Source: an optimization exercise on an open RTL-to-GDS flow (aim: a short achievable clock period and few clock cycles). Production flows keep margins and buffers that such runs may drop.
At most, simulation tests tie the RTL to the original design; equivalence was not proved.
The RTL of runs 3 and 4 was laid out without a check of its function.
Power figures rest on the tool's default switching activity, not on a simulated workload.

## design/flow/run.sh

```bash
#!/bin/bash
# synth_recipe.tcl (not shown) runs the flow's synth.tcl, then flattens the netlist and writes it again
# the make line also repeats each setting of config.mk as NAME=value (left out here)
make -C /OpenROAD-flow-scripts/flow DESIGN_CONFIG=/design/flow/config.mk WORK_HOME=/design/flow/orfs CLKGATE_MAP_FILE= SYNTH_SCRIPT=/design/flow/synth_recipe.tcl finish
```

## design/flow/constraint.sdc

```tcl
create_clock -name core_clock -period 6.3 [get_ports {clk_i}]
set_input_delay 1.2600 -clock core_clock [delete_from_list [all_inputs] [get_ports {clk_i}]]
set_output_delay 1.2600 -clock core_clock [all_outputs]
set_load 0.01 [all_outputs]
```

## design/flow/design.v

```verilog
`default_nettype none
package store_pkg;
  localparam int unsigned BUS_NIBBLES = 16;
  localparam int unsigned BUS_BYTES   = 8;
  localparam int unsigned BUS_NB_W    = 4;
  localparam int unsigned SEQ_NIBBLES = 32;
  localparam int unsigned SEQ_NB_W    = 5;
  typedef struct packed {
    logic [SEQ_NIBBLES-1:0][3:0] nb;
    logic [SEQ_NIBBLES-1:0]      en;
  } seq_entry_t;
  typedef struct packed {
    logic [BUS_NB_W-1:0] addr_off;
    logic                is_head;
    logic [BUS_NB_W:0]   lbn;
    logic                is_last;
    logic                is_final;
  } txn_beat_t;
  typedef struct packed {
    logic [7:0] vstart;
    logic [1:0] eew;
  } meta_t;
  typedef struct packed {
    logic [4*BUS_NIBBLES-1:0] data;
    logic [BUS_BYTES-1:0]     strb;
    logic                     last;
  } w_beat_t;
  typedef struct packed {
    logic [BUS_NB_W:0]       size;     
    logic [BUS_NB_W-1:0]     lower;
    logic [BUS_NIBBLES-1:0]  win;      
    logic                    last;
    logic                    final_;
  } txn_dec_t;
  typedef struct packed {
    logic [SEQ_NB_W-1:0]     rot;      
    logic [SEQ_NB_W-1:0]     ptr;      
    logic [1:0]              pops;     
    logic                    need2;    
    logic [BUS_NIBBLES-1:0]  win;
    logic                    last;
  } plan_t;
  localparam int unsigned OUT_CAP = 3;   
  localparam int unsigned ENTRY_W   = 5 * SEQ_NIBBLES;
  localparam int unsigned TXN_W     = 12;
  localparam int unsigned META_W    = 10;
  localparam int unsigned TXN_DEC_W = 2 * BUS_NB_W + 1 + BUS_NIBBLES + 2;
  localparam int unsigned BEAT_W    = 4 * BUS_NIBBLES + BUS_BYTES + 1;
endpackage
`default_nettype wire
`timescale 1ns/1ps
`default_nettype none
module word_queue #(
  parameter int unsigned SW    = 8,
  parameter int unsigned DEPTH = 4
) (
  input  wire logic          clk_i,
  input  wire logic          rst_ni,
  input  wire logic          valid_i,
  output logic               ready_o,
  input  wire logic [SW-1:0] data_i,
  input  wire logic          pop_i,
  output logic               head_v_o,
  output logic [SW-1:0]      head_o
);
  logic [DEPTH-1:0][SW-1:0] sl_q;
  logic [DEPTH-1:0]         occ_q;    
  logic [DEPTH-1:0]         occ_d;
  logic [DEPTH-1:0]         wr_here;
  logic                     ready_q;
  logic                     take;
  assign take = valid_i && ready_q;
  always_comb begin
    for (int k = 0; k < DEPTH; k++) begin
      if (pop_i) begin
        wr_here[k] = take && occ_q[k] && (k == DEPTH - 1 || !occ_q[(k + 1) % DEPTH]);
      end else begin
        wr_here[k] = take && !occ_q[k] && (k == 0 || occ_q[(k + DEPTH - 1) % DEPTH]);
      end
    end
    occ_d = occ_q;
    if (pop_i && !take) occ_d = occ_q >> 1;
    if (!pop_i && take) occ_d = {occ_q[DEPTH-2:0], 1'b1};
  end
  always_ff @(posedge clk_i or negedge rst_ni) begin
    if (!rst_ni) begin
      occ_q   <= '0;
      ready_q <= 1'b0;
    end else begin
      occ_q   <= occ_d;
      ready_q <= !occ_q[DEPTH-1] && !(take && occ_q[DEPTH-2]);
    end
  end
  always_ff @(posedge clk_i) begin
    for (int k = 0; k < DEPTH; k++) begin
      if (wr_here[k]) begin
        sl_q[k] <= data_i;
      end else if (pop_i) begin
        sl_q[k] <= (k == DEPTH - 1) ? sl_q[k] : sl_q[(k + 1) % DEPTH];
      end
    end
  end
  assign ready_o  = ready_q;
  assign head_v_o = occ_q[0];
  assign head_o   = sl_q[0];
endmodule
module seq_buffer #(
  parameter int unsigned DEPTH = 4,
  parameter int unsigned PW    = 2     
) (
  input  wire logic                  clk_i,
  input  wire logic                  rst_ni,
  input  wire logic                  rx_valid_i,
  output logic                       rx_ready_o,
  input  wire store_pkg::seq_entry_t rx_entry_i,
  input  wire logic [1:0]            pop_i,
  output logic                       ge1_o,
  output logic                       ge2_o,
  output store_pkg::seq_entry_t      head0_o,
  output store_pkg::seq_entry_t      head1_o
);
  logic [DEPTH-1:0][store_pkg::ENTRY_W-1:0] st_q;
  logic                  ready_q;
  logic                  ge1_q;
  logic                  ge2_q;
  logic [DEPTH-1:0]      wr_oh_q;   
  logic [PW-1:0]         rd_q;
  logic [PW-1:0]         rd1_q;     
  logic [PW:0]           cnt_q;
  logic [PW:0]           cnt_d;
  logic                  take;
  assign take  = rx_valid_i && ready_q;
  assign cnt_d = cnt_q + {{PW{1'b0}}, take} - {{(PW-1){1'b0}}, pop_i};
  always_ff @(posedge clk_i or negedge rst_ni) begin
    if (!rst_ni) begin
      ready_q <= 1'b0;
      ge1_q   <= 1'b0;
      ge2_q   <= 1'b0;
      wr_oh_q <= (DEPTH)'(1);
      rd_q    <= '0;
      rd1_q   <= (PW)'(1);
      cnt_q   <= '0;
    end else begin
      ready_q <= (cnt_q + {{PW{1'b0}}, take}) < (PW + 1)'(DEPTH);
      ge1_q   <= cnt_d >= (PW + 1)'(1);
      ge2_q   <= cnt_d >= (PW + 1)'(2);
      cnt_q   <= cnt_d;
      if (take) wr_oh_q <= {wr_oh_q[DEPTH-2:0], wr_oh_q[DEPTH-1]};
      rd_q  <= rd_q  + {{(PW-1){1'b0}}, pop_i};
      rd1_q <= rd1_q + {{(PW-1){1'b0}}, pop_i};
    end
  end
  always_ff @(posedge clk_i) begin
    for (int k = 0; k < DEPTH; k++) begin
      if (take && wr_oh_q[k]) st_q[k] <= rx_entry_i;
    end
  end
  assign rx_ready_o = ready_q;
  assign ge1_o      = ge1_q;
  assign ge2_o      = ge2_q;
  assign head0_o    = st_q[rd_q];
  assign head1_o    = st_q[rd1_q];
endmodule
`default_nettype wire
`timescale 1ns/1ps
`default_nettype none
module nibble_cursor (
  input  wire logic                       clk_i,
  input  wire logic                       rst_ni,
  input  wire logic                       txn_v_i,
  input  wire store_pkg::txn_dec_t        txn_i,
  output logic                            txn_pop_o,
  input  wire logic                       meta_v_i,
  input  wire logic [store_pkg::SEQ_NB_W-1:0] meta_off_i,
  output logic                            meta_pop_o,
  input  wire logic                       plan_take_i,
  output logic                            plan_v_o,
  output store_pkg::plan_t                plan_o
);
  localparam int unsigned NW = store_pkg::SEQ_NB_W;
  logic             first_q;    
  logic [NW-1:0]    ptr_q;      
  logic             plan_v_q;
  store_pkg::plan_t plan_q;
  store_pkg::plan_t plan_d;
  logic             adv;
  logic [NW:0]   ends_f, ends_c;
  logic [NW-1:0] rot_f, rot_c;
  logic [1:0]    pops_f, pops_c;
  logic          gt32_f, gt32_c;
  function automatic logic [1:0] pops_of(input logic [NW:0] ends, input logic final_);
    logic ge32, gt32;
    ge32 = ends[NW];
    gt32 = ge32 && (ends[NW-1:0] != '0);
    pops_of = final_ ? (gt32 ? 2'd2 : 2'd1) : {1'b0, ge32};
  endfunction
  assign ends_f = {1'b0, meta_off_i} + {1'b0, txn_i.size};
  assign ends_c = {1'b0, ptr_q}      + {1'b0, txn_i.size};
  assign gt32_f = ends_f[NW] && (ends_f[NW-1:0] != '0);
  assign gt32_c = ends_c[NW] && (ends_c[NW-1:0] != '0);
  assign pops_f = pops_of(ends_f, txn_i.final_);
  assign pops_c = pops_of(ends_c, txn_i.final_);
  assign rot_f  = meta_off_i - {1'b0, txn_i.lower};
  assign rot_c  = ptr_q      - {1'b0, txn_i.lower};
  assign adv = txn_v_i && (!first_q || meta_v_i) && (!plan_v_q || plan_take_i);
  always_comb begin
    plan_d.rot   = first_q ? rot_f  : rot_c;
    plan_d.ptr   = first_q ? meta_off_i : ptr_q;
    plan_d.pops  = first_q ? pops_f : pops_c;
    plan_d.need2 = first_q ? gt32_f : gt32_c;
    plan_d.win   = txn_i.win;
    plan_d.last  = txn_i.last;
  end
  always_ff @(posedge clk_i or negedge rst_ni) begin
    if (!rst_ni) begin
      first_q  <= 1'b1;
      ptr_q    <= '0;
      plan_v_q <= 1'b0;
    end else begin
      if (adv) begin
        first_q  <= txn_i.final_;
        ptr_q    <= first_q ? ends_f[NW-1:0] : ends_c[NW-1:0];
        plan_v_q <= 1'b1;
      end else if (plan_take_i) begin
        plan_v_q <= 1'b0;
      end
    end
  end
  always_ff @(posedge clk_i) begin
    if (adv) plan_q <= plan_d;
  end
  assign txn_pop_o  = adv;
  assign meta_pop_o = adv && first_q;
  assign plan_v_o   = plan_v_q;
  assign plan_o     = plan_q;
endmodule
`default_nettype wire
`timescale 1ns/1ps
`default_nettype none
module store_commit_fsm (
  input  wire logic              clk_i,
  input  wire logic              rst_ni,
  input  wire logic              plan_v_i,
  input  wire logic              need2_i,
  input  wire logic [1:0]        pops_i,
  output logic                   plan_take_o,
  input  wire logic              ent_ge1_i,
  input  wire logic              ent_ge2_i,
  output logic [1:0]             ent_pop_o,
  input  wire logic              w_pop_i,
  output logic                   issue_o
);
  logic [2:0] infl_q;
  logic       room_q;
  logic       go;
  logic [2:0] infl_d;
  assign go     = plan_v_i && (need2_i ? ent_ge2_i : ent_ge1_i) && room_q;
  assign infl_d = infl_q + {2'b0, go} - {2'b0, w_pop_i};
  always_ff @(posedge clk_i or negedge rst_ni) begin
    if (!rst_ni) begin
      infl_q <= '0;
      room_q <= 1'b1;
    end else begin
      infl_q <= infl_d;
      room_q <= infl_d < 3'(store_pkg::OUT_CAP);
    end
  end
  assign plan_take_o = go;
  assign ent_pop_o   = go ? pops_i : 2'd0;
  assign issue_o     = go;
endmodule
`default_nettype wire
`timescale 1ns/1ps
`default_nettype none
module beat_packer (
  input  wire logic                  clk_i,
  input  wire logic                  rst_ni,
  input  wire logic                  issue_i,
  input  wire store_pkg::plan_t      plan_i,
  input  wire store_pkg::seq_entry_t head0_i,
  input  wire store_pkg::seq_entry_t head1_i,
  output logic                       beat_v_o,
  output store_pkg::w_beat_t         beat_o
);
  localparam int unsigned N  = store_pkg::SEQ_NIBBLES;
  localparam int unsigned NW = store_pkg::SEQ_NB_W;
  localparam int unsigned B  = store_pkg::BUS_NIBBLES;
  localparam int unsigned CW = B + 7;   
  logic [N-1:0][4:0]  join_d;
  logic [CW-1:0][4:0] crs_d;
  logic [CW-1:0][4:0] crs_q;
  logic [2:0]         c_rot_q;
  logic [B-1:0]       c_win_q;
  logic               c_last_q;
  logic               c_v_q;
  logic [B-1:0][4:0]  bus;
  logic [B-1:0][3:0]  nb;
  logic [B-1:0]       en;
  logic [store_pkg::BUS_BYTES-1:0] strb;
  logic [N-1:0][4:0]  r16;
  always_comb begin
    for (int c = 0; c < N; c++) begin
      join_d[c] = {head0_i.en[c], head0_i.nb[c]};
    end
    for (int c = 0; c < B; c++) begin
      if (NW'(c) < plan_i.ptr) join_d[c] = {head1_i.en[c], head1_i.nb[c]};
    end
    for (int j = 0; j < N; j++) begin
      r16[j] = plan_i.rot[4] ? join_d[(j + 16) % N] : join_d[j];
    end
    for (int j = 0; j < CW; j++) begin
      crs_d[j] = plan_i.rot[3] ? r16[j + 8] : r16[j];
    end
  end
  logic [B+2:0][4:0]  r4;
  logic [B:0][4:0]    r2;
  always_comb begin
    for (int j = 0; j < B + 3; j++) begin
      r4[j] = c_rot_q[2] ? crs_q[j + 4] : crs_q[j];
    end
    for (int j = 0; j < B + 1; j++) begin
      r2[j] = c_rot_q[1] ? r4[j + 2] : r4[j];
    end
    for (int i = 0; i < B; i++) begin
      bus[i] = c_rot_q[0] ? r2[i + 1] : r2[i];
      nb[i]  = c_win_q[i] ? bus[i][3:0] : 4'd0;
      en[i]  = c_win_q[i] && bus[i][4];
    end
    for (int k = 0; k < store_pkg::BUS_BYTES; k++) begin
      strb[k] = en[2*k] | en[2*k+1];
    end
  end
  always_ff @(posedge clk_i or negedge rst_ni) begin
    if (!rst_ni) begin
      c_v_q <= 1'b0;
    end else begin
      c_v_q <= issue_i;
    end
  end
  always_ff @(posedge clk_i) begin
    crs_q    <= crs_d;
    c_rot_q  <= plan_i.rot[2:0];
    c_win_q  <= plan_i.win;
    c_last_q <= plan_i.last;
  end
  assign beat_v_o = c_v_q;
  assign beat_o   = {nb, strb, c_last_q};
endmodule
`default_nettype wire
`timescale 1ns/1ps
`default_nettype none
module w_beat_fifo (
  input  wire logic               clk_i,
  input  wire logic               rst_ni,
  input  wire logic               push_i,
  input  wire store_pkg::w_beat_t beat_i,
  output logic                    w_valid_o,
  input  wire logic               w_ready_i,
  output store_pkg::w_beat_t      w_o,
  output logic                    w_pop_o
);
  localparam int unsigned BW = store_pkg::BEAT_W;
  logic [1:0][BW-1:0] ring_q;
  logic [BW-1:0]      out_q;
  logic               out_v_q;
  logic               wr_q;
  logic               rd_q;
  logic [1:0]         cnt_q;
  logic               ne_q;
  logic               load;
  logic               enq;
  logic               deq;
  logic [1:0]         cnt_d;
  assign load  = !out_v_q || w_ready_i;
  assign deq   = load && ne_q;
  assign enq   = push_i && !(load && !ne_q);
  assign cnt_d = cnt_q + {1'b0, enq} - {1'b0, deq};
  always_ff @(posedge clk_i or negedge rst_ni) begin
    if (!rst_ni) begin
      out_v_q <= 1'b0;
      wr_q    <= '0;
      rd_q    <= '0;
      cnt_q   <= '0;
      ne_q    <= 1'b0;
    end else begin
      if (load) out_v_q <= ne_q || push_i;
      if (enq)  wr_q    <= !wr_q;
      if (deq)  rd_q    <= !rd_q;
      cnt_q <= cnt_d;
      ne_q  <= cnt_d != 2'd0;
    end
  end
  always_ff @(posedge clk_i) begin
    if (push_i && !wr_q) ring_q[0] <= beat_i;
    if (push_i &&  wr_q) ring_q[1] <= beat_i;
    if (load)   out_q        <= ne_q ? ring_q[rd_q] : beat_i;
  end
  assign w_valid_o = out_v_q;
  assign w_o       = out_q;
  assign w_pop_o   = out_v_q && w_ready_i;
endmodule
`default_nettype wire
`timescale 1ns/1ps
`default_nettype none
module seq_store_top (
  input  wire logic                  clk_i,
  input  wire logic                  rst_ni,
  input  wire logic                  rx_deshfu_valid_i,
  output logic                       rx_deshfu_ready_o,
  input  wire store_pkg::seq_entry_t rx_deshfu_i,
  input  wire logic                  txn_valid_i,
  output logic                       txn_ready_o,
  input  wire store_pkg::txn_beat_t  txn_i,
  input  wire logic                  meta_valid_i,
  output logic                       meta_ready_o,
  input  wire store_pkg::meta_t      meta_i,
  output logic                       axi_w_valid_o,
  input  wire logic                  axi_w_ready_i,
  output store_pkg::w_beat_t         axi_w_o
);
  localparam int unsigned NW = store_pkg::SEQ_NB_W;
  localparam int unsigned DW = store_pkg::TXN_DEC_W;
  store_pkg::txn_dec_t  txn_dec;
  store_pkg::txn_dec_t  txn_head;
  logic                 txn_head_v;
  logic                 txn_pop;
  logic [4:0]           upper;
  always_comb begin
    txn_dec.lower  = txn_i.is_head ? txn_i.addr_off : 4'd0;
    upper          = txn_i.is_last ? txn_i.lbn : 5'd16;
    txn_dec.size   = upper - {1'b0, txn_dec.lower};
    for (int i = 0; i < store_pkg::BUS_NIBBLES; i++) begin
      txn_dec.win[i] = (5'(i) >= {1'b0, txn_dec.lower}) && (5'(i) < upper);
    end
    txn_dec.last   = txn_i.is_last;
    txn_dec.final_ = txn_i.is_final;
  end
  word_queue #(.SW(DW), .DEPTH(4)) u_txn_q (
    .clk_i    (clk_i),
    .rst_ni   (rst_ni),
    .valid_i  (txn_valid_i),
    .ready_o  (txn_ready_o),
    .data_i   (txn_dec),
    .pop_i    (txn_pop),
    .head_v_o (txn_head_v),
    .head_o   (txn_head)
  );
  logic [NW-1:0]    meta_off;
  logic [NW-1:0]    meta_head;
  logic             meta_head_v;
  logic             meta_pop;
  always_comb begin
    case (meta_i.eew)
      2'd0:    meta_off = {meta_i.vstart[3:0], 1'b0};
      2'd1:    meta_off = {meta_i.vstart[2:0], 2'b0};
      2'd2:    meta_off = {meta_i.vstart[1:0], 3'b0};
      default: meta_off = {meta_i.vstart[0],   4'b0};
    endcase
  end
  word_queue #(.SW(NW), .DEPTH(4)) u_meta_q (
    .clk_i    (clk_i),
    .rst_ni   (rst_ni),
    .valid_i  (meta_valid_i),
    .ready_o  (meta_ready_o),
    .data_i   (meta_off),
    .pop_i    (meta_pop),
    .head_v_o (meta_head_v),
    .head_o   (meta_head)
  );
  store_pkg::seq_entry_t head0;
  store_pkg::seq_entry_t head1;
  logic                  ent_ge1;
  logic                  ent_ge2;
  logic [1:0]            ent_pop;
  seq_buffer #(.DEPTH(4), .PW(2)) u_seq_buffer (
    .clk_i      (clk_i),
    .rst_ni     (rst_ni),
    .rx_valid_i (rx_deshfu_valid_i),
    .rx_ready_o (rx_deshfu_ready_o),
    .rx_entry_i (rx_deshfu_i),
    .pop_i      (ent_pop),
    .ge1_o      (ent_ge1),
    .ge2_o      (ent_ge2),
    .head0_o    (head0),
    .head1_o    (head1)
  );
  store_pkg::plan_t   plan;
  logic               plan_v;
  logic               plan_take;
  logic               issue;
  logic               w_pop;
  logic               beat_v;
  store_pkg::w_beat_t beat;
  nibble_cursor u_nibble_cursor (
    .clk_i       (clk_i),
    .rst_ni      (rst_ni),
    .txn_v_i     (txn_head_v),
    .txn_i       (txn_head),
    .txn_pop_o   (txn_pop),
    .meta_v_i    (meta_head_v),
    .meta_off_i  (meta_head),
    .meta_pop_o  (meta_pop),
    .plan_take_i (plan_take),
    .plan_v_o    (plan_v),
    .plan_o      (plan)
  );
  store_commit_fsm u_store_commit_fsm (
    .clk_i       (clk_i),
    .rst_ni      (rst_ni),
    .plan_v_i    (plan_v),
    .need2_i     (plan.need2),
    .pops_i      (plan.pops),
    .plan_take_o (plan_take),
    .ent_ge1_i   (ent_ge1),
    .ent_ge2_i   (ent_ge2),
    .ent_pop_o   (ent_pop),
    .w_pop_i     (w_pop),
    .issue_o     (issue)
  );
  beat_packer u_beat_packer (
    .clk_i    (clk_i),
    .rst_ni   (rst_ni),
    .issue_i  (issue),
    .plan_i   (plan),
    .head0_i  (head0),
    .head1_i  (head1),
    .beat_v_o (beat_v),
    .beat_o   (beat)
  );
  w_beat_fifo u_w_beat_fifo (
    .clk_i     (clk_i),
    .rst_ni    (rst_ni),
    .push_i    (beat_v),
    .beat_i    (beat),
    .w_valid_o (axi_w_valid_o),
    .w_ready_i (axi_w_ready_i),
    .w_o       (axi_w_o),
    .w_pop_o   (w_pop)
  );
endmodule
`default_nettype wire
```

## design/flow/config.mk

```make
export PLATFORM = sky130hd
export DESIGN_NAME = seq_store_top
export DESIGN_NICKNAME = seq_store_top
export VERILOG_FILES = /design/flow/design.v
export SDC_FILE = /design/flow/constraint.sdc
export NUM_CORES = 4
export LEC_CHECK = 0
export CAP_MARGIN = 20
export CORE_MARGIN = 2
export CORE_UTILIZATION = 55
export CTS_CLUSTER_DIAMETER = 120
export CTS_CLUSTER_SIZE = 30
export SETUP_SLACK_MARGIN = 3.8
export SLEW_MARGIN = 20
```

==> metrics.csv, run 1 <==
stage;metric;value;unit
clocking;cts_htree_levels;2;
clocking;clkLatencyLatePin;690;ps
drt;routed_wl;134;mm
setup_path;crit_path_top_delay_cell;edfxtp_1;
layout;nNetsFinal;3499;
yosys;netlist.area_leader.share;58.7;%
yosys;synthSimpleGateAreaFrac;3.75;%
floorplanning;rows;112;
grt;antenna_found_initial;19;
grt;grt_max_degree;106;
yosys;async_flop_share;3.53;%
pwr;p_sw_share;38.1;%
pwr;peakVddDrop;0.000268;V
grt;grt_pass1_wl;194;mm
setup_path;critPathTopFamily;flip-flops;
pwr;p_seq_share;39.9;%
pwr;power.switching;0.0114;W
grt;grtUsageTotal;27.6;%
pwr;clock_power_share;12.5;%
yosys;ys_warn_count;8;
yosys;synth_top_family_by_area;multiplexers;
grt;grt-ovfl-total;0;
setup_path;arrival;1310;ps
timing;setup_viol_count_final;0;
yosys;synthAdderAreaFrac;0.908;%
drt;route.layer.met1.wl;55.5;mm
yosys;muxShareOfSynthArea;21.9;%
yosys;synth_area;51800;um^2
placed_design;dpl.hpwl;85.9;mm
drt;ant_nets;0;
timing;slew_viol_final;0;
clocking;max-clock-path-buffers;3;
layout;drive_gt1_share;27.0;%
timing;min_period_over_period;40.8;%
yosys;synth_flop_cell;edfxtp_1;
drt;drtIter0Drc;3274;
yosys;synth_cell_types;69;
yosys;synth_xor_area_share;0.389;%
setup_path;endpoint_kind;output pin;
drt;routed.top_layer;met5;
drt;via_count;28700;
pwr;powerDensity;509;nW/um^2
timing;min_period;2570;ps
layout;area_delta_synth_final;13.6;%
setup_path;cpPeakStageDelay;450;ps
pwr;p_int;0.0185;W
layout;seq_area;34200;um^2
floorplanning;core_area;93300;um^2
clocking;cts_made_buffers;45;
pwr;pwr-share-comb;47.5;%
setup_path;path_cells;buf_2;
layout;multi_input_area;17600;um^2
yosys;synth-seq-area-share;66.0;%
drt;wire_per_inst;29.4;um
drt;dr.pass1.iters;5;
flow_run;drv_cap;0;
setup_path;critPathMaxFanout;1;
yosys;yosysMostFrequentCell;edfxtp_1;
yosys;ys_ff_latch;1190;
yosys;synth-compound-area-share;5.02;%
setup_path;cp_num_buf_inv;1;
clocking;clock_sinks;1190;
drt;route.met3.wl;8.40;mm
yosys;yosys-top-cells-count;1013 x edfxtp_1, 330 x mux4_2, 215 x mux2i_1;
drt;wl_met2;66.0;mm
floorplanning;dieArea;96600;um^2
clocking;clkTransAtPathRegs;120;ps
timing;rsz0062_at_grt;true;
timing;worstMarginPinSlew;1060;ps
placed_design;globalplace.congestion;0.840;
layout;fin_util;63.0;%
pwr;leakage;20.0;nW
yosys;synthCells;3019;
setup_path;critPathRequiredTime;5040;ps
timing;slew_headroom;29.7;%
yosys;synth_top_area_cell;edfxtp_1;
clocking;cts-root-buf;clkbuf_16;
timing;max_freq;389;MHz
timing;fin_skew;26.0;ps
layout;fillerInstances;6692;
clocking;cts_tree;built;
drt;routed_via_density;6.28;
timing;tns;0;ps
floorplanning;io_pins;265;
floorplanning;die-width;311;um
floorplanning;die_h;311;um
setup_path;cp-start-kind;flop;
yosys;synth_fp_nets;3241;
yosys;avgSynthCellArea;17.2;um^2
drt;drc;0;
status;outcome;complete, no violations;
grt;grt_pass1_vias;28600;
worst_hold_path;hold_path_class;reg2reg;
yosys;synth_edf_count;1013;
placed_design;io_buffers;260;
timing;hold_viol;0;
yosys;ys_top_cells_by_area;edfxtp_1 59%, mux4_2 14%, dfxtp_1 5.2%;
setup_path;critPathKind;reg2out;
floorplanning;start_util;55.5;%
-- worst register-to-register path, cell delays in order, from the launching register on --
cell	delay [ps]
dfstp_4	670
buf_6	140
buf_8	130
buf_16	140
mux4_2	520
mux2_4	300
mux4_2	530
-- what timing repair did --
action                                  in CTS  in global routing
setup buffers                               48                 29
endpoints found under the setup margin    1109                202
pin swaps                                   10                  3
hold endpoints to repair                     0                  0
resized for setup                          428                 90
gates cloned                                14                  4
hold buffers                                 0                  0
-- final timing paths --
check                                                    startpoint                                endpoint  slack, ps  depth (start not counted)
worst max-delay path              u_w_beat_fifo.out_q[51]$_DFFE_PN_                             axi_w_o[51]       3730                          1
worst min-delay path            u_nibble_cursor.plan_q[3]$_DFFE_PN_        u_beat_packer.c_win_q[2]$_DFF_P_        340                          0
worst max register to register      u_seq_buffer.rd1_q[0]$_DFF_PN1_         u_beat_packer.crs_q[47]$_DFF_P_       3730                          6
worst min register to register  u_nibble_cursor.plan_q[3]$_DFFE_PN_        u_beat_packer.c_win_q[2]$_DFF_P_        340                          0
max in group asynchronous                                    rst_ni         u_seq_buffer.rd1_q[1]$_DFF_PN0_       5230                          1
min in group asynchronous                                    rst_ni  u_store_commit_fsm.infl_q[0]$_DFF_PN0_        590                          1
-- logic make-up after synthesis --
logic type / Yosys count
AO/OA/AOI/OAI: 421
AND/OR/NAND/NOR: 428
XOR/XNOR: 23
buffers and inverters: 228
flip-flops: 1190
adder cells (fa/ha/maj): 34
multiplexers: 695
-- flip-flops by register name, summed over array words and instances (netlist names), 2 cells and up --
name and flops:
u_txn_q.sl_q 108, u_w_beat_fifo.out_q 73, u_meta_q.sl_q 16, u_txn_q.occ_q 4, u_seq_buffer.cnt_q 3, u_seq_buffer.rd_q 2, u_beat_packer.crs_q 115, u_nibble_cursor.ptr_q 5
u_w_beat_fifo.ring_q 146, u_seq_buffer.rd1_q 2, u_meta_q.occ_q 4, u_store_commit_fsm.infl_q 3, u_w_beat_fifo.cnt_q 2, u_beat_packer.c_win_q 16, u_seq_buffer.wr_oh_q 4, u_seq_buffer.st_q 640
u_beat_packer.c_rot_q 3, u_nibble_cursor.plan_q 30
-- stage by stage --
stage / total power [W] / std cells / cell area [um^2] / worst slack, ps / hold slack [ps]
floorplan: 0.0204 / 3019 / 52300 / 2500 / 323
global placement: 0.0247 / 4389 / 56000 / 2380 / 327
detailed placement: 0.0249 / 4389 / 56000 / 2400 / 332
CTS: 0.0295 / 4527 / 58200 / 3670 / 348
global route: 0.0313 / 4561 / 58800 / 3690 / 368
finish: 0.0299 / 4563 / 58800 / 3730 / 341
-- final cells by class --
type                       count  area share (%)
sequential                  1190            58.2
multi-input combinational   1608            29.9
timing repair buffer         386            6.67
tap                         1254            2.67
clock buffer                  74            2.17
inverter                      46           0.383
clock inverter                 2          0.0340
antenna                        3          0.0128
-- power groups by stage --
stage	registers [W]	logic, W	clock network (W)
2_1_floorplan	0.0115	0.00890	0
5_1_grt	0.0121	0.0151	0.00406
6_report	0.0119	0.0142	0.00375
3_3_place_gp	0.0124	0.0123	0
3_5_place_dp	0.0125	0.0124	0
4_1_cts	0.0120	0.0137	0.00383
-- routing by layer --
metal	global-route usage, %	up-vias
li1	-	12500
met1	39.2	15000
met2	45.3	1038
met3	3.59	158
met4	8.30	22
met5	0	-
-- cell usage in the layout, fill, tap and decap left out, types with 25 or more instances in the layout --
| master | n |
|---|---|
| buf_4 | 66 |
| mux4_2 | 330 |
| o21ai_0 | 111 |
| a21oi_1 | 116 |
| mux2i_1 | 183 |
| nand2_1 | 159 |
| buf_12 | 25 |
| inv_1 | 32 |
| nor2_1 | 137 |
| nor2b_1 | 61 |
| mux2_2 | 67 |
| dfxtp_1 | 132 |
| buf_2 | 76 |
| clkbuf_16 | 52 |
| clkbuf_1 | 27 |
| mux2_4 | 80 |
| o22ai_1 | 26 |
| dfrtp_1 | 30 |
| edfxtp_1 | 1013 |
| clkdlybuf4s50_1 | 169 |
Testbench counts, summed over its fixed seeds: cycles 8,520.
==> run 2: changes to the inputs <==
--- a/design/flow/design.v
+++ b/design/flow/design.v
@@ -48,2 +48,3 @@
   localparam int unsigned BEAT_W    = 4 * BUS_NIBBLES + BUS_BYTES + 1;
+  localparam int unsigned PLAN_W    = 2 * SEQ_NB_W + 2 + 1 + BUS_NIBBLES + 1;
 endpackage
@@ -125,10 +126,12 @@
   logic                  ge2_q;
-  logic [DEPTH-1:0]      wr_oh_q;   
+  logic [PW-1:0]         wr_q;
   logic [PW-1:0]         rd_q;
-  logic [PW-1:0]         rd1_q;     
+  logic [PW-1:0]         rd1x_q;    
+  logic [PW-1:0]         rd1;
   logic [PW:0]           cnt_q;
-  logic [PW:0]           cnt_d;
+  logic [PW:0]           left;      
   logic                  take;
-  assign take  = rx_valid_i && ready_q;
-  assign cnt_d = cnt_q + {{PW{1'b0}}, take} - {{(PW-1){1'b0}}, pop_i};
+  assign take = rx_valid_i && ready_q;
+  assign left = cnt_q - {{(PW-1){1'b0}}, pop_i};
+  assign rd1  = rd1x_q ^ (PW)'(1);
   always_ff @(posedge clk_i or negedge rst_ni) begin
@@ -138,14 +141,14 @@
       ge2_q   <= 1'b0;
-      wr_oh_q <= (DEPTH)'(1);
+      wr_q    <= '0;
       rd_q    <= '0;
-      rd1_q   <= (PW)'(1);
+      rd1x_q  <= '0;
       cnt_q   <= '0;
     end else begin
-      ready_q <= (cnt_q + {{PW{1'b0}}, take}) < (PW + 1)'(DEPTH);
-      ge1_q   <= cnt_d >= (PW + 1)'(1);
-      ge2_q   <= cnt_d >= (PW + 1)'(2);
-      cnt_q   <= cnt_d;
-      if (take) wr_oh_q <= {wr_oh_q[DEPTH-2:0], wr_oh_q[DEPTH-1]};
-      rd_q  <= rd_q  + {{(PW-1){1'b0}}, pop_i};
-      rd1_q <= rd1_q + {{(PW-1){1'b0}}, pop_i};
+      ready_q <= take ? (cnt_q < (PW + 1)'(DEPTH - 1)) : (cnt_q < (PW + 1)'(DEPTH));
+      ge1_q   <= take ? 1'b1 : (left >= (PW + 1)'(1));
+      ge2_q   <= take ? (left >= (PW + 1)'(1)) : (left >= (PW + 1)'(2));
+      cnt_q   <= take ? left + 1'b1 : left;
+      if (take) wr_q <= wr_q + 1'b1;
+      rd_q   <= rd_q + {{(PW-1){1'b0}}, pop_i};
+      rd1x_q <= (rd1 + {{(PW-1){1'b0}}, pop_i}) ^ (PW)'(1);
     end
@@ -154,3 +157,3 @@
     for (int k = 0; k < DEPTH; k++) begin
-      if (take && wr_oh_q[k]) st_q[k] <= rx_entry_i;
+      if (take && wr_q == (PW)'(k)) st_q[k] <= rx_entry_i;
     end
@@ -161,3 +164,3 @@
   assign head0_o    = st_q[rd_q];
-  assign head1_o    = st_q[rd1_q];
+  assign head1_o    = st_q[rd1];
 endmodule
@@ -180,3 +183,3 @@
   localparam int unsigned NW = store_pkg::SEQ_NB_W;
-  logic             first_q;    
+  logic             cont_q;     
   logic [NW-1:0]    ptr_q;      
@@ -204,8 +207,8 @@
   assign rot_c  = ptr_q      - {1'b0, txn_i.lower};
-  assign adv = txn_v_i && (!first_q || meta_v_i) && (!plan_v_q || plan_take_i);
+  assign adv = txn_v_i && (cont_q || meta_v_i) && (!plan_v_q || plan_take_i);
   always_comb begin
-    plan_d.rot   = first_q ? rot_f  : rot_c;
-    plan_d.ptr   = first_q ? meta_off_i : ptr_q;
-    plan_d.pops  = first_q ? pops_f : pops_c;
-    plan_d.need2 = first_q ? gt32_f : gt32_c;
+    plan_d.rot   = !cont_q ? rot_f  : rot_c;
+    plan_d.ptr   = !cont_q ? meta_off_i : ptr_q;
+    plan_d.pops  = !cont_q ? pops_f : pops_c;
+    plan_d.need2 = !cont_q ? gt32_f : gt32_c;
     plan_d.win   = txn_i.win;
@@ -215,3 +218,3 @@
     if (!rst_ni) begin
-      first_q  <= 1'b1;
+      cont_q   <= 1'b0;
       ptr_q    <= '0;
@@ -220,4 +223,4 @@
       if (adv) begin
-        first_q  <= txn_i.final_;
-        ptr_q    <= first_q ? ends_f[NW-1:0] : ends_c[NW-1:0];
+        cont_q   <= !txn_i.final_;
+        ptr_q    <= !cont_q ? ends_f[NW-1:0] : ends_c[NW-1:0];
         plan_v_q <= 1'b1;
@@ -229,6 +232,6 @@
   always_ff @(posedge clk_i) begin
-    if (adv) plan_q <= plan_d;
+    plan_q <= ({store_pkg::PLAN_W{adv}} & plan_d) | ({store_pkg::PLAN_W{!adv}} & plan_q);
   end
   assign txn_pop_o  = adv;
-  assign meta_pop_o = adv && first_q;
+  assign meta_pop_o = adv && !cont_q;
   assign plan_v_o   = plan_v_q;
@@ -253,6 +256,6 @@
   logic [2:0] infl_q;
-  logic       room_q;
+  logic       full_q;
   logic       go;
   logic [2:0] infl_d;
-  assign go     = plan_v_i && (need2_i ? ent_ge2_i : ent_ge1_i) && room_q;
+  assign go     = plan_v_i && (need2_i ? ent_ge2_i : ent_ge1_i) && !full_q;
   assign infl_d = infl_q + {2'b0, go} - {2'b0, w_pop_i};
@@ -261,6 +264,6 @@
       infl_q <= '0;
-      room_q <= 1'b1;
+      full_q <= 1'b0;
     end else begin
       infl_q <= infl_d;
-      room_q <= infl_d < 3'(store_pkg::OUT_CAP);
+      full_q <= infl_d >= 3'(store_pkg::OUT_CAP);
     end
@@ -373,2 +376,3 @@
   logic [1:0]         cnt_d;
+  logic [BW-1:0]      out_new;
   assign load  = !out_v_q || w_ready_i;
@@ -377,2 +381,3 @@
   assign cnt_d = cnt_q + {1'b0, enq} - {1'b0, deq};
+  assign out_new = ne_q ? ring_q[rd_q] : beat_i;
   always_ff @(posedge clk_i or negedge rst_ni) begin
@@ -395,3 +400,3 @@
     if (push_i &&  wr_q) ring_q[1] <= beat_i;
-    if (load)   out_q        <= ne_q ? ring_q[rd_q] : beat_i;
+    out_q <= ({BW{load}} & out_new) | ({BW{!load}} & out_q);
   end
@@ -426,10 +431,19 @@
   logic                 txn_pop;
-  logic [4:0]           upper;
+  logic [4:0]  size_hl, size_h;
+  logic [15:0] win_lo, win_up;
   always_comb begin
-    txn_dec.lower  = txn_i.is_head ? txn_i.addr_off : 4'd0;
-    upper          = txn_i.is_last ? txn_i.lbn : 5'd16;
-    txn_dec.size   = upper - {1'b0, txn_dec.lower};
+    size_hl = txn_i.lbn - {1'b0, txn_i.addr_off};
+    size_h  = 5'd16 - {1'b0, txn_i.addr_off};
     for (int i = 0; i < store_pkg::BUS_NIBBLES; i++) begin
-      txn_dec.win[i] = (5'(i) >= {1'b0, txn_dec.lower}) && (5'(i) < upper);
+      win_lo[i] = 4'(i) >= txn_i.addr_off;
+      win_up[i] = 5'(i) < txn_i.lbn;
     end
+    case ({txn_i.is_head, txn_i.is_last})
+      2'b11:   txn_dec.size = size_hl;
+      2'b10:   txn_dec.size = size_h;
+      2'b01:   txn_dec.size = txn_i.lbn;
+      default: txn_dec.size = 5'd16;
+    endcase
+    txn_dec.lower  = txn_i.is_head ? txn_i.addr_off : 4'd0;
+    txn_dec.win    = (txn_i.is_head ? win_lo : 16'hffff) & (txn_i.is_last ? win_up : 16'hffff);
     txn_dec.last   = txn_i.is_last;
--- a/design/flow/config.mk
+++ b/design/flow/config.mk
@@ -10,5 +10,5 @@
 export CORE_UTILIZATION = 55
-export CTS_CLUSTER_DIAMETER = 120
+export CTS_CLUSTER_DIAMETER = 80
 export CTS_CLUSTER_SIZE = 30
-export SETUP_SLACK_MARGIN = 3.8
+export SETUP_SLACK_MARGIN = 3.95
 export SLEW_MARGIN = 20
==> metrics.csv, run 2 <==
stage;metric;value;unit
yosys;synth_fp_nets;3297;
pwr;p_int;0.0206;W
timing;setup_viol_count_final;0;
grt;grt_use_met1;39.1;%
pwr;pwr-share-comb;49.7;%
pwr;p_seq_share;37.4;%
yosys;yosysMostFrequentCell;edfxtp_1;
drt;wire_per_inst;29.5;um
yosys;synthCells;3070;
setup_path;path_cells;buf_2;
yosys;synth_cell_types;59;
placed_design;globalplace.congestion;0.915;
layout;nNetsFinal;3613;
drt;drtIter0Drc;3138;
pwr;peakVddDrop;0.000347;V
yosys;synth_area;51700;um^2
floorplanning;rows;112;
layout;largest-register;u_seq_buffer.st_q;
worst_hold_path;hold_path_class;reg2reg;
clocking;cts-root-buf;clkbuf_16;
grt;grt_pass1_wl;201;mm
yosys;synth_flop_cell;edfxtp_1;
timing;tns;0;ps
floorplanning;start_util;55.4;%
grt;grt-ovfl-total;0;
drt;via_count;29300;
setup_path;critPathMaxFanout;1;
timing;hold_viol;0;
grt;grt_pass1_vias;29200;
timing;min_period;2560;ps
pwr;clock_power_share;12.8;%
pwr;powerDensity;547;nW/um^2
yosys;ys_top_cells_by_area;edfxtp_1 59%, mux4_2 14%, dfxtp_1 5.2%;
grt;use_met2;48.1;%
drt;ant_nets;0;
timing;fin_skew;33.8;ps
yosys;synth_top_area_cell;edfxtp_1;
grt;grtUsageTotal;28.5;%
layout;drive_gt1_share;30.5;%
clocking;clock_sinks;1188;
yosys;ys_warn_count;8;
timing;holdWs;344;ps
layout;layout_common_cells;1013 x edfxtp_1, 329 x mux4_2, 240 x nand2_1;
floorplanning;die-width;311;um
yosys;async_flop_share;3.37;%
setup_path;cpPeakStageDelay;450;ps
clocking;cts_htree_levels;2;
drt;dr.pass1.iters;7;
timing;min_period_over_period;40.6;%
pwr;p_sw_share;38.1;%
pwr;leakage;21.3;nW
setup_path;critPathTopFamily;flip-flops;
status;outcome;complete, no violations;
drt;routed_via_density;6.26;
clocking;clkTransAtPathRegs;120;ps
setup_path;cp-start-kind;flop;
grt;antenna_found_initial;8;
yosys;synth_edf_count;1013;
floorplanning;die_h;311;um
layout;largest_reg_flops;640;
clocking;max-clock-path-buffers;3;
yosys;avgSynthCellArea;16.8;um^2
clocking;cts_made_buffers;52;
drt;routed_wl;138;mm
setup_path;cp_num_buf_inv;1;
setup_path;crit_path_top_delay_cell;edfxtp_1;
timing;slew_headroom;27.4;%
timing;max_freq;391;MHz
yosys;yosys-top-cells-count;1013 x edfxtp_1, 329 x mux4_2, 258 x nand2_1;
timing;rsz0062_at_grt;true;
floorplanning;io_pins;265;
layout;area_delta_synth_final;17.4;%
layout;fin_cells;4687;
grt;met3_usage;4.28;%
drt;drc;0;
flow_run;drv_cap;0;
placed_design;dpl.hpwl;83.1;mm
placed_design;io_buffers;260;
timing;worstMarginPinSlew;1090;ps
placed_design;dp_cells;4435;
clocking;cts_hold_buf;0;
floorplanning;core_area;93200;um^2
clocking;cts_tree;built;
grt;busiest_layer;met2;
layout;top_regs;u_seq_buffer.st_q (640), u_w_beat_fifo.ring_q (146), u_beat_packer.crs_q (115);
pwr;power.switching;0.0127;W
layout;mostFrequentLayoutCell;edfxtp_1;
setup_path;critPathKind;reg2out;
floorplanning;dieArea;96400;um^2
grt;grt_max_degree;151;
setup_path;critPathRequiredTime;5040;ps
timing;slew_viol_final;0;
setup_path;arrival;1300;ps
clocking;clkLatencyLatePin;690;ps
yosys;ys_ff_latch;1188;
yosys;synth-seq-area-share;66.0;%
yosys;netlist.area_leader.share;58.9;%
setup_path;endpoint_kind;output pin;
[run 2: final timing paths]
kind                                                      from                               end  slack [ps]  cells after the start
worst max-delay path                                      flop                       axi_w_o[13]        3740                      1
worst min-delay path                                      flop  u_beat_packer.c_win_q[8]$_DFF_P_         340                      0
worst max register to register  u_seq_buffer.rd_q[1]$_DFF_PN0_    u_beat_packer.crs_q[1]$_DFF_P_        3820                      7
worst min register to register                            flop  u_beat_packer.c_win_q[8]$_DFF_P_         340                      0
max in group asynchronous                               rst_ni    u_w_beat_fifo.rd_q$_DFFE_PN0P_        5250                      1
min in group asynchronous                               rst_ni     u_meta_q.occ_q[2]$_DFFE_PN0P_         570                      1
[run 2: timing repair]
action	CTS	global route
cloned	29	5
setup buffers	91	25
gates resized for setup	668	135
pin swaps	21	26
setup endpoints to repair	1114	467
[run 2: power groups by stage]
stage	combinational [W]	sequential (W)	clock [W]
after CTS	0.0159	0.0124	0.00435
after floorplan	0.00917	0.0121	0
after detailed placement	0.0130	0.0130	0
final	0.0165	0.0124	0.00427
after global placement	0.0128	0.0129	0
after global routing	0.0174	0.0126	0.00461
[run 2: per-stage QoR]
stage                     area, um^2  utilization [%]  worst slack (ps)  power, W
after floorplan                52000                -              2520    0.0213
after global placement         55600             59.7              2320    0.0257
after detailed placement       55600             59.7              2280    0.0260
after CTS                      59900             64.3              3690    0.0326
after global routing           60700             65.1              3690    0.0347
final                          60700             65.1              3740    0.0332
[run 2: area by class of cell]
class | instances | area [um^2]
repair buffers | 435 | 4860
repair inverters | 1 | 7.51
fillers | 6492 | 32500
clock inverters | 23 | 260
well taps | 1254 | 1570
clock buffers | 73 | 1480
diodes | 5 | 12.5
flip-flops and latches | 1188 | 34200
multi-input cells | 1635 | 18000
inverters | 73 | 290
[run 2: kinds of logic after synthesis]
kind of cell / share of synthesized area, %
buffers and inverters: 2.27
adders and majority gates: 1.03
and+or+nand+nor: 3.75
muxes: 22.1
DFF: 66.0
AOI/OAI and AO/OA: 4.34
xor gates and xnor gates: 0.424
[run 2: layer usage]
metal	part of all wire (%)	wire length [um]
met4	2.6	3550
met3	6.2	8510
met2	51	70000
met1	41	56100
met5	0.054	74
Testbench counts of run 2, summed over its fixed seeds: cycles 8,520.
==> run 3: changes to the inputs <==
--- a/design/flow/design.v
+++ b/design/flow/design.v
@@ -48,3 +48,2 @@
   localparam int unsigned BEAT_W    = 4 * BUS_NIBBLES + BUS_BYTES + 1;
-  localparam int unsigned PLAN_W    = 2 * SEQ_NB_W + 2 + 1 + BUS_NIBBLES + 1;
 endpackage
@@ -88,6 +87,4 @@
       occ_q   <= '0;
-      ready_q <= 1'b0;
     end else begin
       occ_q   <= occ_d;
-      ready_q <= !occ_q[DEPTH-1] && !(take && occ_q[DEPTH-2]);
     end
@@ -95,2 +92,5 @@
   always_ff @(posedge clk_i) begin
+    ready_q <= !occ_q[DEPTH-1] && !(take && occ_q[DEPTH-2]);
+  end
+  always_ff @(posedge clk_i) begin
     for (int k = 0; k < DEPTH; k++) begin
@@ -138,3 +138,2 @@
     if (!rst_ni) begin
-      ready_q <= 1'b0;
       ge1_q   <= 1'b0;
@@ -146,3 +145,2 @@
     end else begin
-      ready_q <= take ? (cnt_q < (PW + 1)'(DEPTH - 1)) : (cnt_q < (PW + 1)'(DEPTH));
       ge1_q   <= take ? 1'b1 : (left >= (PW + 1)'(1));
@@ -156,2 +154,5 @@
   always_ff @(posedge clk_i) begin
+    ready_q <= take ? (cnt_q < (PW + 1)'(DEPTH - 1)) : (cnt_q < (PW + 1)'(DEPTH));
+  end
+  always_ff @(posedge clk_i) begin
     for (int k = 0; k < DEPTH; k++) begin
@@ -232,3 +233,3 @@
   always_ff @(posedge clk_i) begin
-    plan_q <= ({store_pkg::PLAN_W{adv}} & plan_d) | ({store_pkg::PLAN_W{!adv}} & plan_q);
+    if (adv) plan_q <= plan_d;
   end
@@ -365,19 +366,25 @@
   localparam int unsigned BW = store_pkg::BEAT_W;
-  logic [1:0][BW-1:0] ring_q;
+  logic [2:0][BW-1:0] ring_q;
   logic [BW-1:0]      out_q;
   logic               out_v_q;
-  logic               wr_q;
-  logic               rd_q;
+  logic [1:0]         wr_q;
+  logic [1:0]         rd_q;
+  logic [1:0]         rd1;
   logic [1:0]         cnt_q;
-  logic               ne_q;
-  logic               load;
-  logic               enq;
-  logic               deq;
   logic [1:0]         cnt_d;
-  logic [BW-1:0]      out_new;
-  assign load  = !out_v_q || w_ready_i;
-  assign deq   = load && ne_q;
-  assign enq   = push_i && !(load && !ne_q);
-  assign cnt_d = cnt_q + {1'b0, enq} - {1'b0, deq};
-  assign out_new = ne_q ? ring_q[rd_q] : beat_i;
+  logic               pop;
+  logic [BW-1:0]      head_d;
+  function automatic logic [1:0] next3(input logic [1:0] p);
+    next3 = (p == 2'd2) ? 2'd0 : p + 2'd1;
+  endfunction
+  assign pop   = out_v_q && w_ready_i;
+  assign rd1   = next3(rd_q);
+  assign cnt_d = cnt_q + {1'b0, push_i} - {1'b0, pop};
+  always_comb begin
+    if (pop) begin
+      head_d = (cnt_q >= 2'd2) ? ring_q[rd1] : beat_i;
+    end else begin
+      head_d = (cnt_q >= 2'd1) ? ring_q[rd_q] : beat_i;
+    end
+  end
   always_ff @(posedge clk_i or negedge rst_ni) begin
@@ -388,9 +395,7 @@
       cnt_q   <= '0;
-      ne_q    <= 1'b0;
     end else begin
-      if (load) out_v_q <= ne_q || push_i;
-      if (enq)  wr_q    <= !wr_q;
-      if (deq)  rd_q    <= !rd_q;
-      cnt_q <= cnt_d;
-      ne_q  <= cnt_d != 2'd0;
+      out_v_q <= cnt_d != 2'd0;
+      cnt_q   <= cnt_d;
+      if (push_i) wr_q <= next3(wr_q);
+      if (pop)    rd_q <= rd1;
     end
@@ -398,5 +403,6 @@
   always_ff @(posedge clk_i) begin
-    if (push_i && !wr_q) ring_q[0] <= beat_i;
-    if (push_i &&  wr_q) ring_q[1] <= beat_i;
-    out_q <= ({BW{load}} & out_new) | ({BW{!load}} & out_q);
+    for (int k = 0; k < 3; k++) begin
+      if (push_i && wr_q == 2'(k)) ring_q[k] <= beat_i;
+    end
+    out_q <= head_d;
   end
@@ -404,3 +410,3 @@
   assign w_o       = out_q;
-  assign w_pop_o   = out_v_q && w_ready_i;
+  assign w_pop_o   = pop;
 endmodule
--- a/design/flow/config.mk
+++ b/design/flow/config.mk
@@ -12,3 +12,3 @@
 export CTS_CLUSTER_SIZE = 30
-export SETUP_SLACK_MARGIN = 3.95
+export SETUP_SLACK_MARGIN = 4.0
 export SLEW_MARGIN = 20
==> metrics.csv, run 3 <==
stage;metric;value;unit
setup_path;r2r_end;u_nibble_cursor.plan_q[19]$_DFFE_PP_;
placed_design;dpl.hpwl;95.4;mm
grt;antenna_found_initial;17;
timing;min_period;2560;ps
floorplanning;start_util;55.7;%
layout;drive_gt1_share;31.3;%
grt;grtUsageTotal;29.5;%
yosys;ys_warn_count;8;
timing;rsz0062_at_grt;true;
drt;routed_wl;156;mm
layout;mostFrequentLayoutCell;edfxtp_1;
yosys;synth_xor_area_share;0.360;%
setup_path;r2r_start;u_txn_q.sl_q[23]$_DFFE_PP_;
flow_run;drv_cap;0;
clocking;clkTransAtPathRegs;110;ps
yosys;synth_cell_types;69;
yosys;synth_fp_nets;3682;
floorplanning;io_pins;265;
layout;fillerInstances;7107;
timing;hold_viol;0;
clocking;cts_hold_buf;0;
floorplanning;die_h;323;um
yosys;avgSynthCellArea;16.2;um^2
drt;via_count;33200;
yosys;netlist.area_leader.share;54.4;%
worst_hold_path;min_to;u_beat_packer.c_rot_q[2]$_DFF_P_;
yosys;synth_edf_count;1013;
clocking;cts_made_buffers;53;
yosys;ys_top_cells_by_area;edfxtp_1 54%, mux4_2 13%, dfxtp_1 7.6%;
floorplanning;rows;116;
placed_design;io_buffers;260;
timing;fin_skew;34.2;ps
setup_path;critPathKind;in2reg;
layout;area_delta_synth_final;17.0;%
timing;worstMarginPinSlew;1030;ps
placed_design;dp_cells;4899;
drt;dr.pass1.iters;6;
timing;layout_setup_ws;3740;ps
yosys;muxShareOfSynthArea;23.0;%
layout;largest_reg_flops;640;
timing;slew_viol_final;0;
clocking;clock_sinks;1262;
layout;top_regs;u_seq_buffer.st_q (640), u_w_beat_fifo.ring_q (219), u_beat_packer.crs_q (115);
timing;tns;0;ps
setup_path;critPathMaxFanout;7;
yosys;synth_area;55900;um^2
pwr;peakVddDrop;0.000313;V
yosys;synthAdderAreaFrac;0.953;%
grt;grt_pass1_vias;33200;
clocking;cts_tree;built;
worst_hold_path;hp-start;u_nibble_cursor.plan_q[27]$_DFFE_PP_;
yosys;synthSimpleGateAreaFrac;4.12;%
layout;largest-register;u_seq_buffer.st_q;
layout;fin_cells;5165;
timing;min_period_over_period;40.7;%
yosys;synth-seq-area-share;63.7;%
yosys;ys_ff_latch;1262;
clocking;cts_htree_levels;2;
yosys;yosysMostFrequentCell;edfxtp_1;
setup_path;endpoint_kind;flop;
clocking;cts-root-buf;clkbuf_16;
clocking;clkLatencyLatePin;730;ps
drt;drc;0;
grt;grt_pass1_wl;223;mm
placed_design;pre_cts_ws;2280;ps
timing;max_freq;390;MHz
yosys;synth-compound-area-share;5.73;%
setup_path;worstRegToRegCells;7;
drt;ant_nets;0;
floorplanning;core_area;100000;um^2
setup_path;critPathRequiredTime;6780;ps
status;outcome;complete, no violations;
yosys;async_flop_share;3.01;%
setup_path;arrival;3050;ps
layout;nNetsFinal;3988;
clocking;max-clock-path-buffers;3;
timing;slew_headroom;31.4;%
timing;setup_viol_count_final;0;
setup_path;rrSetupSlack;3850;ps
worst_hold_path;hold_depth;0;
yosys;synthCells;3455;
yosys;synth_flop_cell;edfxtp_1;
layout;layout_common_cells;1013 x edfxtp_1, 330 x mux4_2, 244 x mux2i_1;
placed_design;globalplace.congestion;0.863;
floorplanning;dieArea;104000;um^2
pwr;powerDensity;550;nW/um^2
setup_path;cp-start-kind;primary input;
pwr;leakage;22.3;nW
floorplanning;die-width;323;um
drt;wire_per_inst;30.1;um
yosys;synth_top_family_by_area;multiplexers;
grt;grt-ovfl-total;0;
worst_hold_path;hold_path_class;reg2reg;
grt;grt_max_degree;94;
layout;final_cell_area;65400;um^2
yosys;yosys-top-cells-count;1013 x edfxtp_1, 330 x mux4_2, 296 x mux2i_1;
drt;routed_via_density;6.43;
yosys;synth_top_area_cell;edfxtp_1;
placed_design;place_area;60000;um^2
drt;drtIter0Drc;3883;
==> run 3: area by class of cell <==
class	instances	area [um^2]	share of cell area (%)
multi-input combinational	1937	20700	31.6
tap	1357	1700	2.60
antenna	8	20.0	0.0306
clock buffer	73	1510	2.31
inverter	42	190	0.291
sequential	1262	35700	54.6
clock inverter	21	228	0.348
timing repair buffer	465	5390	8.24
==> run 3: worst max-delay path, cell delays in order <==
cell and delay [ps]:
buf_8 110, nand2b_4 170, nand2_4 70, inv_2 40, ha_4 200, nor2b_4 120, o21a_1 170, or3_4 360
a32o_2 290, mux2_4 260
==> run 3: worst max-delay path by stage <==
stage,from,to,slack [ps]
finish,txn_i[1],u_txn_q.sl_q[52]$_DFFE_PP_,3740
global route,u_w_beat_fifo.out_v_q$_DFF_PN0_,axi_w_valid_o,3720
CTS,u_w_beat_fifo.out_v_q$_DFF_PN0_,axi_w_valid_o,3720
detailed placement,txn_i[7],u_txn_q.sl_q[52]$_DFFE_PP_,2280
global placement,txn_i[7],u_txn_q.sl_q[79]$_DFFE_PP_,2340
floorplan,txn_i[7],u_txn_q.sl_q[52]$_DFFE_PP_,3140
==> run 3: kinds of logic after synthesis <==
group / count (synthesis)
AND/OR/NAND/NOR: 517
adder cells (fa/ha/maj): 39
AO/OA/AOI/OAI: 502
flip-flops: 1262
XOR/XNOR: 23
buffers and inverters: 268
multiplexers: 844
==> run 3: report_power, final <==
group | switching (W) | leakage, nW | internal (W) | total (W)
combinational | 0.0102 | 9.94 | 0.00815 | 0.0184
clock | 0.00267 | 0.854 | 0.00178 | 0.00445
sequential | 0.00132 | 11.5 | 0.0119 | 0.0132
total | 0.0142 | 22.3 | 0.0218 | 0.0360
==> run 3: layer usage <==
metal / global-route usage (%) / part of all wire [%] / up-vias
met4: 9.79 / 3.4 / 14
met3: 4.69 / 7.5 / 237
li1: - / - / 14300
met1: 39.8 / 40 / 17300
met2: 49.3 / 49 / 1335
met5: 0 / 0.057 / -
==> run 3: repair_timing <==
item | in CTS | in global routing
gates cloned | 27 | 5
gates resized for setup | 667 | 181
setup buffers | 94 | 38
setup endpoints to repair | 1521 | 549
pin swaps | 33 | 26
==> run 3: through the flow <==
step | hold slack [ps] | util (%) | power (W)
5_1_grt | 366 | 65.1 | 0.0376
2_1_floorplan | 323 | - | 0.0232
6_report | 352 | 65.1 | 0.0360
3_3_place_gp | 330 | 59.8 | 0.0282
4_1_cts | 358 | 63.9 | 0.0349
3_5_place_dp | 329 | 59.8 | 0.0286
==> run 4: changes to the inputs <==
--- a/design/flow/design.v
+++ b/design/flow/design.v
@@ -87,4 +87,6 @@
       occ_q   <= '0;
+      ready_q <= 1'b0;
     end else begin
       occ_q   <= occ_d;
+      ready_q <= !occ_q[DEPTH-1] && !(take && occ_q[DEPTH-2]);
     end
@@ -92,5 +94,2 @@
   always_ff @(posedge clk_i) begin
-    ready_q <= !occ_q[DEPTH-1] && !(take && occ_q[DEPTH-2]);
-  end
-  always_ff @(posedge clk_i) begin
     for (int k = 0; k < DEPTH; k++) begin
@@ -108,4 +107,3 @@
 module seq_buffer #(
-  parameter int unsigned DEPTH = 4,
-  parameter int unsigned PW    = 2     
+  parameter int unsigned DEPTH = 4
 ) (
@@ -122,31 +120,29 @@
 );
-  logic [DEPTH-1:0][store_pkg::ENTRY_W-1:0] st_q;
-  logic                  ready_q;
-  logic                  ge1_q;
-  logic                  ge2_q;
-  logic [PW-1:0]         wr_q;
-  logic [PW-1:0]         rd_q;
-  logic [PW-1:0]         rd1x_q;    
-  logic [PW-1:0]         rd1;
-  logic [PW:0]           cnt_q;
-  logic [PW:0]           left;      
-  logic                  take;
+  localparam int unsigned EW = store_pkg::ENTRY_W;
+  logic [DEPTH-1:0][EW-1:0] sl_q;
+  logic [DEPTH-1:0]         occ_q;    
+  logic [DEPTH-1:0]         occ_p;    
+  logic [DEPTH-1:0]         wr_here;
+  logic [DEPTH-1:0][EW-1:0] moved;
+  logic                     ready_q;
+  logic                     take;
   assign take = rx_valid_i && ready_q;
-  assign left = cnt_q - {{(PW-1){1'b0}}, pop_i};
-  assign rd1  = rd1x_q ^ (PW)'(1);
+  always_comb begin
+    occ_p = occ_q >> pop_i;
+    for (int k = 0; k < DEPTH; k++) begin
+      wr_here[k] = take && !occ_p[k] && (k == 0 || occ_p[(k + DEPTH - 1) % DEPTH]);
+      case (pop_i)
+        2'd1:    moved[k] = (k + 1 < DEPTH) ? sl_q[(k + 1) % DEPTH] : rx_entry_i;
+        2'd2:    moved[k] = (k + 2 < DEPTH) ? sl_q[(k + 2) % DEPTH] : rx_entry_i;
+        default: moved[k] = sl_q[k];
+      endcase
+    end
+  end
   always_ff @(posedge clk_i or negedge rst_ni) begin
     if (!rst_ni) begin
-      ge1_q   <= 1'b0;
-      ge2_q   <= 1'b0;
-      wr_q    <= '0;
-      rd_q    <= '0;
-      rd1x_q  <= '0;
-      cnt_q   <= '0;
+      occ_q   <= '0;
+      ready_q <= 1'b0;
     end else begin
-      ge1_q   <= take ? 1'b1 : (left >= (PW + 1)'(1));
-      ge2_q   <= take ? (left >= (PW + 1)'(1)) : (left >= (PW + 1)'(2));
-      cnt_q   <= take ? left + 1'b1 : left;
-      if (take) wr_q <= wr_q + 1'b1;
-      rd_q   <= rd_q + {{(PW-1){1'b0}}, pop_i};
-      rd1x_q <= (rd1 + {{(PW-1){1'b0}}, pop_i}) ^ (PW)'(1);
+      occ_q   <= take ? {occ_p[DEPTH-2:0], 1'b1} : occ_p;
+      ready_q <= !occ_q[DEPTH-1] && !(take && occ_q[DEPTH-2]);
     end
@@ -154,7 +150,4 @@
   always_ff @(posedge clk_i) begin
-    ready_q <= take ? (cnt_q < (PW + 1)'(DEPTH - 1)) : (cnt_q < (PW + 1)'(DEPTH));
-  end
-  always_ff @(posedge clk_i) begin
     for (int k = 0; k < DEPTH; k++) begin
-      if (take && wr_q == (PW)'(k)) st_q[k] <= rx_entry_i;
+      sl_q[k] <= wr_here[k] ? rx_entry_i : moved[k];
     end
@@ -162,6 +155,6 @@
   assign rx_ready_o = ready_q;
-  assign ge1_o      = ge1_q;
-  assign ge2_o      = ge2_q;
-  assign head0_o    = st_q[rd_q];
-  assign head1_o    = st_q[rd1];
+  assign ge1_o      = occ_q[0];
+  assign ge2_o      = occ_q[1];
+  assign head0_o    = sl_q[0];
+  assign head1_o    = sl_q[1];
 endmodule
@@ -494,3 +487,3 @@
   logic [1:0]            ent_pop;
-  seq_buffer #(.DEPTH(4), .PW(2)) u_seq_buffer (
+  seq_buffer #(.DEPTH(4)) u_seq_buffer (
     .clk_i      (clk_i),
==> metrics.csv, run 4 <==
stage;metric;value;unit
yosys;avgSynthCellArea;14.6;um^2
clocking;cts_htree_levels;2;
setup_path;cp-start-kind;flop;
clocking;clock_sinks;1255;
timing;slew_headroom;33.9;%
setup_path;arrival;3260;ps
timing;rsz0062_at_grt;true;
status;outcome;complete, no violations;
timing;tns;0;ps
setup_path;rrSetupSlack;3520;ps
layout;fin_cells;6046;
placed_design;io_buffers;260;
grt;grt_pass1_vias;36200;
layout;fillerInstances;6980;
setup_path;critPathRequiredTime;6780;ps
clocking;clkLatencyLatePin;740;ps
drt;wire_per_inst;32.9;um
layout;top_regs;u_seq_buffer.sl_q (640), u_w_beat_fifo.ring_q (219), u_beat_packer.crs_q (115);
timing;worstMarginPinSlew;987;ps
floorplanning;io_pins;265;
grt;antenna_found_initial;9;
pwr;leakage;26.6;nW
setup_path;r2r_start;u_nibble_cursor.plan_q[17]$_DFFE_PN_;
drt;drc;0;
grt;grt-ovfl-total;0;
drt;via_count;39700;
yosys;yosys-top-cells-count;1013 x edfxtp_1, 636 x mux2_2, 472 x mux2i_1;
layout;area_delta_synth_final;27.5;%
placed_design;dpl.hpwl;98.0;mm
setup_path;worstRegToRegCells;7;
yosys;synth_edf_count;1013;
yosys;ys_warn_count;8;
timing;slew_viol_final;0;
yosys;synth_cell_types;68;
clocking;cts_hold_buf;0;
setup_path;r2r_end;u_seq_buffer.sl_q[205]$_DFFE_PP_;
setup_path;critPathKind;reg2reg;
drt;dr.pass1.iters;5;
yosys;synthCells;4059;
yosys;synth-seq-area-share;59.8;%
layout;multi_input_area;25900;um^2
grt;grt_use_met1;44.7;%
grt;use_met2;50.6;%
layout;nNetsFinal;4809;
clocking;cts_tree;built;
worst_hold_path;hp-start;u_nibble_cursor.plan_q[25]$_DFFE_PN_;
yosys;ys_ff_latch;1255;
worst_hold_path;min_to;u_beat_packer.c_rot_q[0]$_DFF_P_;
layout;largest-register;u_seq_buffer.sl_q;
drt;ant_nets;0;
yosys;synth_top_area_cell;edfxtp_1;
placed_design;dp_cells;5511;
drt;drtIter0Drc;4834;
layout;mostFrequentLayoutCell;edfxtp_1;
placed_design;globalplace.congestion;0.888;
grt;met3_usage;4.43;%
pwr;peakVddDrop;0.000373;V
clocking;cts-root-buf;clkbuf_16;
timing;fin_skew;31.7;ps
floorplanning;start_util;55.4;%
yosys;synth_area;59200;um^2
flow_run;drv_cap;0;
grt;busiest_layer;met2;
yosys;async_flop_share;2.71;%
layout;final_cell_area;75500;um^2
yosys;synth_flop_cell;edfxtp_1;
yosys;ys_top_cells_by_area;edfxtp_1 51%, mux2_2 12%, mux2i_1 8.0%;
floorplanning;die-width;332;um
worst_hold_path;hold_depth;0;
pwr;powerDensity;633;nW/um^2
worst_hold_path;hold_path_class;reg2reg;
grt;grt_pass1_wl;255;mm
layout;seq_area;35500;um^2
clocking;cts_made_buffers;55;
floorplanning;dieArea;110000;um^2
timing;min_period_over_period;44.1;%
floorplanning;die_h;332;um
layout;drive_gt1_share;42.7;%
yosys;yosysMostFrequentCell;edfxtp_1;
floorplanning;core_area;107000;um^2
layout;layout_common_cells;1013 x edfxtp_1, 562 x mux2_2, 431 x mux2i_1;
timing;setup_viol_count_final;0;
setup_path;critPathMaxFanout;8;
yosys;synth_fp_nets;4276;
drt;routed_via_density;6.57;
setup_path;endpoint_kind;flop;
grt;grtUsageTotal;31.5;%
timing;hold_viol;0;
yosys;netlist.area_leader.share;51.4;%
placed_design;place_area;63100;um^2
clocking;clkTransAtPathRegs;110;ps
layout;largest_reg_flops;640;
clocking;max-clock-path-buffers;3;
floorplanning;rows;120;
timing;max_freq;360;MHz
drt;routed_wl;199;mm
timing;min_period;2780;ps
grt;grt_max_degree;156;
run 4: cell count changes in the layout (fill, tap and decap cells not counted), sizes merged, moves of 14 or more:
cell,delta
buf,+167
nand2,-39
nand2b,+14
o22ai,-25
clkbuf,+74
mux2i,+177
mux2,+511
and3,-18
nor2,+130
o21ai,-63
a21oi,+144
mux4,-209
run 4: routing by layer:
| layer | up-vias | routed length [um] |
|---|---|---|
| met2 | 2094 | 92700 |
| met3 | 470 | 18700 |
| li1 | 16700 | - |
| met4 | 2 | 9770 |
| met5 | - | 14 |
| met1 | 20500 | 77500 |
run 4: worst max-delay path by stage:
stage                                          from                               end  slack [ps]  cells past startpoint
6_report       u_nibble_cursor.plan_q[17]$_DFFE_PN_  u_seq_buffer.sl_q[205]$_DFFE_PP_        3520                      7
5_1_grt        u_nibble_cursor.plan_q[17]$_DFFE_PN_  u_seq_buffer.sl_q[214]$_DFFE_PP_        3540                      7
4_1_cts        u_nibble_cursor.plan_q[17]$_DFFE_PN_  u_seq_buffer.sl_q[146]$_DFFE_PP_        3650                      8
3_5_place_dp                      rx_deshfu_valid_i  u_seq_buffer.sl_q[460]$_DFFE_PP_        2160                      5
3_3_place_gp                      rx_deshfu_valid_i  u_seq_buffer.sl_q[408]$_DFFE_PP_        2140                      5
2_1_floorplan                     rx_deshfu_valid_i  u_seq_buffer.sl_q[480]$_DFFE_PP_        1950                      2
run 4: area by class of cell:
cell class	instances	share of cell area (%)
diodes	5	0.0166
clock buffers	75	2.11
clock inverters	28	0.393
inverters	44	0.234
multi-input cells	2528	34.3
flip-flops and latches	1255	47.1
well taps	1403	2.33
repair buffers	708	13.6
run 4: metrics by stage:
step	worst slack, ps	total power, W	hold WS [ps]	util (%)
after global placement	2140	0.0342	327	59.0
after global routing	3540	0.0493	367	70.6
final	3520	0.0478	361	70.6
after detailed placement	2160	0.0345	333	59.0
after CTS	3650	0.0428	357	65.0
after floorplan	1950	0.0284	323	-
run 4: worst max-delay path: stages (launching register included):
cell       delay [ps]
edfxtp_1          480
mux2_4            390
and4_4            220
nor3_4            250
and3_4            340
buf_12            240
clkbuf_16         230
mux2_2            340
run 4: what timing repair did:
action,4_1_cts,5_1_grt
pin swaps,41,49
hold endpoints to repair,0,0
gates cloned,81,110
gates resized for setup,749,664
endpoints found under the setup margin,2018,1449
setup buffers,130,106
run 4: kinds of logic (layout without fill, tap and decap cells):
family	Yosys count	count (layout)	share of synthesized area [%]
XOR/XNOR	15	15	0.222
other	0	5	0
adder cells (fa/ha/maj)	29	29	0.676
AO/OA/AOI/OAI	536	540	5.47
flip-flops	1255	1255	59.8
multiplexers	1322	1323	27.1
AND/OR/NAND/NOR	591	621	4.37
buffers and inverters	311	855	2.36
run 4: report_power, final:
part	internal (W)	switching, W	total [W]	leakage (nW)
clock	0.00188	0.00284	0.00471	0.922
sequential	0.0146	0.00232	0.0169	11.6
combinational	0.0124	0.0138	0.0262	14.1
total	0.0288	0.0190	0.0478	26.6

[re-timing with driven ports]
No port has a modelled driver above. Below, the same layouts with a new extraction and two added sets of constraints. Step 1 sets driving cells, clkbuf_16 on the clock port and buf_2 on the other inputs (assumed; they add their load-dependent delay and slew). Step 2 adds t to the input delays and takes it off the output delays; t is the mean of the earliest and latest rising clock arrival at the registers after step 1. Input paths then give back, and output paths get back, about the clock's delay inside the block. Three values: no drivers, after step 1, after step 2; two values: the first two.
| run | t, ns | slack for setup (ns) | worst setup path after step 2 | worst slew at a driven data input, ns | cell pins on the clock port's net |
|---|---|---|---|---|---|
| run 1 | 0.744 | 3.728 / 3.660 / 3.147 | input to register | 0.14 | 1 |
| run 2 | 0.742 | 3.743 / 3.676 / 3.214 | input to register | 0.15 | 1 |
| run 3 | 0.776 | 3.736 / 3.705 / 2.983 | input to register | 0.22 | 1 |
| run 4 | 0.799 | 3.521 / 3.521 / 2.888 | input to register | 0.15 | 1 |
After both steps setup and hold are still met in every run listed. The setup slack of run 3, which loses most, moves by -0.031 ns with the drivers and by -0.753 ns with both steps.
